Background: an optimization exercise with open tools, aiming at small area, a short achievable clock period and few clock cycles per item. Do not read the settings as production practice. RTL that was checked went through simulation tests only; none was proved equivalent to the original. No activity file was given, so power comes from the tool's default toggle rates.

pepper:
Design process_slice_scheduler, start of the top module:
module process_slice_scheduler #(
  parameter int MAX_PROCS = pss_pkg::DEF_MAX_PROCS
) (
  input  wire logic                        clk,
  input  wire logic                        rst,
  input  wire logic                        req_valid,
  output logic                             req_ready,
  input  wire logic [pss_pkg::REQ_W-1:0]   req_type,
  input  wire logic [pss_pkg::ARR_W-1:0]   req_arrival,
  input  wire logic [pss_pkg::BURST_W-1:0] req_burst,
  input  wire logic [pss_pkg::PRIO_W-1:0]  req_priority,
  output logic                             res_valid,
  input  wire logic                        res_ready,
  output logic [pss_pkg::STAT_W-1:0]       res_status,
  output logic [pss_pkg::IDX_W-1:0]        res_proc_index,
  output logic [pss_pkg::TIME_W-1:0]       res_start_time,
  output logic [pss_pkg::TIME_W-1:0]       res_end_time,
  output logic                             res_completed,
  output logic [pss_pkg::TIME_W-1:0]       res_turnaround,
  output logic [pss_pkg::TIME_W-1:0]       res_waiting,
  input  wire logic                        cfg_valid,
  output logic                             cfg_ready,
  input  wire logic [pss_pkg::CFG_W-1:0]   cfg_index,
  input  wire logic [pss_pkg::CFG_D_W-1:0] cfg_data
);
Size: about 4,500 cells after synthesis, roughly 650 flip-flops, about 130 I/O pins.
Settings: LEC_CHECK=0, CAP_MARGIN=20, CORE_MARGIN=2, CORE_UTILIZATION=40, SLEW_MARGIN=20; clock period 11.0 ns.
run.sh (not shown) runs the stock make flow with config.mk's settings and CLKGATE_MAP_FILE= SYNTH_SCRIPT=/design/flow/synth_recipe.tcl, a recipe that flattens the netlist after the stock synthesis.
In summary, pepper completed successfully, with a layout that passed the timing, DRC and antenna checks.
Edits applied to the flow inputs when going from pepper to nickel:
--- a/flow/design.v
+++ b/flow/design.v
@@ -156,68 +156,50 @@
   logic [18:0]  sum_r, sum_q, rem_d;
   logic [17:0]  sum;
   logic [16:0]  end_t;
   logic [15:0]  arr_m  [N];
   logic [11:0]  rem_m  [N];
   logic [7:0]   prio_m [N];
   logic [2:0]   idx_m  [N];
   logic [1:0]   a_cmp_new [N];
   wire do_load = fire && is_load && !count[3];
   wire do_step = fire && is_step && anylive;
   genvar i, j;
-  logic        t1_v [4];
-  logic [16:0] t1_k [4];
-  logic [0:0]  t1_i [4];
-  logic        t2_v [2];
-  logic [16:0] t2_k [2];
-  logic [1:0]  t2_i [2];
-  logic [2:0]  t3_i;
-  for (i = 0; i < 4; i++) begin : g_t1
-    wire s = cand[2*i+1] & (!cand[2*i] | lt(key[2*i+1], key[2*i]));
-    assign t1_v[i] = cand[2*i] | cand[2*i+1];
-    assign t1_k[i] = s ? key[2*i+1] : key[2*i];
-    assign t1_i[i] = s;
-  end
-  for (i = 0; i < 2; i++) begin : g_t2
-    wire s = t1_v[2*i+1] & (!t1_v[2*i] | lt(t1_k[2*i+1], t1_k[2*i]));
-    assign t2_v[i] = t1_v[2*i] | t1_v[2*i+1];
-    assign t2_k[i] = s ? t1_k[2*i+1] : t1_k[2*i];
-    assign t2_i[i] = s ? {1'b1, t1_i[2*i+1]} : {1'b0, t1_i[2*i]};
-  end
-  wire t3_s = t2_v[1] & (!t2_v[0] | lt(t2_k[1], t2_k[0]));
-  assign t3_i = t3_s ? {1'b1, t2_i[1]} : {1'b0, t2_i[0]};
   for (i = 0; i < N; i++) begin : g_ent
-    logic [N-1:0] e_ok;
+    logic [N-1:0] e_ok, g_ok;
     assign le_now[i] = !gt({1'b0, arr[i]}, now);
     assign key[i] = k_rr   ? rq[i] :
                     k_rem  ? {5'd0, rem[i]} :
                     k_prio ? {9'd0, prio[i] ^ 8'h7F} : 17'd0;
     assign a_cmp_new[i] = cmp({1'b0, arr[i]}, {1'b0, req_arrival});
     for (j = 0; j < N; j++) begin : g_pair
       if (j < i) begin : g_lo
         assign e_ok[j] = !live[j] | a_ge[j*N+i];
+        assign g_ok[j] = !cand[j] | lt(key[i], key[j]);
       end else if (j > i) begin : g_hi
         assign e_ok[j] = !live[j] | a_le[i*N+j];
+        assign g_ok[j] = !cand[j] | !gt(key[i], key[j]);
         always_ff @(posedge clk) begin
           if (do_load && count[2:0] == 3'(j)) begin
             a_le[i*N+j] <= !a_cmp_new[i][1];
             a_ge[i*N+j] <= !a_cmp_new[i][0];
           end
         end
       end else begin : g_eq
         assign e_ok[j] = 1'b1;
+        assign g_ok[j] = 1'b1;
       end
     end
     assign is_e[i] = live[i] & (&e_ok);
     assign cand[i] = live[i] & (le_now[i] | is_e[i]);
-    assign wg[i]   = (t3_i == 3'(i));
+    assign wg[i]   = cand[i] & (&g_ok);
     if (i == 0) begin : g_f0
       assign wf[i] = is_e[i];
     end else begin : g_fn
       assign wf[i] = is_e[i] & ~(|is_e[i-1:0]);
     end
     assign w[i] = generic ? wg[i] : wf[i];
     assign arr_m[i]  = is_e[i] ? arr[i] : 16'd0;
     assign rem_m[i]  = w[i] ? rem[i]  : 12'd0;
     assign prio_m[i] = w[i] ? prio[i] : 8'd0;
     assign idx_m[i]  = w[i] ? 3'(i)   : 3'd0;
   end
Notes after the runs:
Diff pepper..nickel | final-report setup violation count | unchanged. nickel ended with more post-synthesis adder-cell area fraction than pepper. Compared with pepper, nickel is the more power-hungry design. Worst-case register-to-register setup slack on nickel is ahead of pepper. When nickel is set beside pepper, its combinational power share turns out to be 1.9 points larger. Cmp nickel vs pepper: non-clock buffer count in the final layout lower in nickel. Core utilization of the finished layout: nickel lower than pepper.
No functional check of the RTL was part of any run of this note.


process_slice_scheduler, a different RTL version from the one above (not shown whole).
Size: ~5000 cells after synthesis, about 130 I/O pins, ~0.047 mm² of cells after synthesis.
==> module pss_result, before the edit <==
module pss_result (
  input  wire logic [16:0] now,
  input  wire logic [15:0] arr_o,
  input  wire logic [11:0] bur_o,
  input  wire logic        comp,
  output logic [16:0]      ta,
  output logic [16:0]      wt
);
  logic [17:0] ta_s, wt_s;
  pss_add #(.WA(17), .WB(17)) u_ta (.a(now), .b(~{1'b0, arr_o}), .cin(1'b1), .s(ta_s));
  pss_add #(.WA(17), .WB(17)) u_wt (.a(ta_s[16:0]), .b(~{5'd0, bur_o}), .cin(1'b1), .s(wt_s));
  assign ta = comp ? ta_s[16:0] : '0;
  assign wt = (comp && wt_s[17]) ? wt_s[16:0] : '0;
endmodule
Settings: LEC_CHECK=0, CAP_MARGIN=20, CORE_MARGIN=2, CORE_UTILIZATION=40, SETUP_SLACK_MARGIN=3.5, SLEW_MARGIN=20, SYNTH_HIERARCHICAL=1; clock period 11.0 ns.
Testbench counts at the start, summed over its fixed seeds: cycles 8,560, requests 8,496.
==> next run, changes <==
--- a/flow/design.v
+++ b/flow/design.v
@@ -113,11 +113,18 @@
   output logic [16:0]      ta,
   output logic [16:0]      wt
 );
-  logic [17:0] ta_s, wt_s;
+  logic [17:0] ta_s;
+  logic [17:0] x, y, z, cs_s, cs_c;
+  logic [18:0] wt_s;
   pss_add #(.WA(17), .WB(17)) u_ta (.a(now), .b(~{1'b0, arr_o}), .cin(1'b1), .s(ta_s));
-  pss_add #(.WA(17), .WB(17)) u_wt (.a(ta_s[16:0]), .b(~{5'd0, bur_o}), .cin(1'b1), .s(wt_s));
+  assign x    = {1'b0, now};
+  assign y    = ~{2'd0, arr_o};
+  assign z    = ~{6'd0, bur_o};
+  assign cs_s = x ^ y ^ z;
+  assign cs_c = (x & y) | (x & z) | (y & z);
+  pss_add #(.WA(18), .WB(18)) u_wt (.a(cs_s), .b({cs_c[16:0], 1'b1}), .cin(1'b1), .s(wt_s));
   assign ta = comp ? ta_s[16:0] : '0;
-  assign wt = (comp && wt_s[17]) ? wt_s[16:0] : '0;
+  assign wt = (comp && !wt_s[17]) ? wt_s[16:0] : '0;
 endmodule
 `default_nettype wire
 `default_nettype none
Final area rises by 5.2%; die area is higher by 0.93%; total power rises by 4.6%; sequential power barely changes; final cell count went up by 2.5%.
Testbench counts after the change, summed over its fixed seeds: cycles 8,560, requests 8,496.

==> re-timing with driven ports <==
In the flow no input, the clock included, has a driving cell. The finished layouts below were timed again as built, in two steps.
Step 1 assumes that a clkbuf_16 drives the clock port and a buf_2 every other input.
Step 2 moves the port delays by t, midway between the first and last clock arrival at a register: inputs arrive t later, outputs are due t later. That takes back most of the time a late clock gives input paths.
Three values: no drivers, after step 1, after step 2; two values: the first two.
| run | shift t [ns] | setup WS [ns] | worst setup path after step 2 | clock arrival spread, ns | worst slew at a driven data input, ns |
|---|---|---|---|---|---|
| pepper | 0.735 | 0.413 / 0.413 / 0.413 | register to register | 0.030 / 0.030 | 0.07 |
| nickel | 0.724 | 0.712 / 0.645 / 0.765 | register to register | 0.064 / 0.064 | 0.05 |
| the first run of note 2 | 0.739 | 2.684 / 2.606 / 3.345 | register to output | 0.041 / 0.042 | 0.14 |
| the second run of note 2 | 0.757 | 3.325 / 3.240 / 3.325 | register to register | 0.083 / 0.082 | 0.06 |
After both steps every run listed still meets setup and hold.
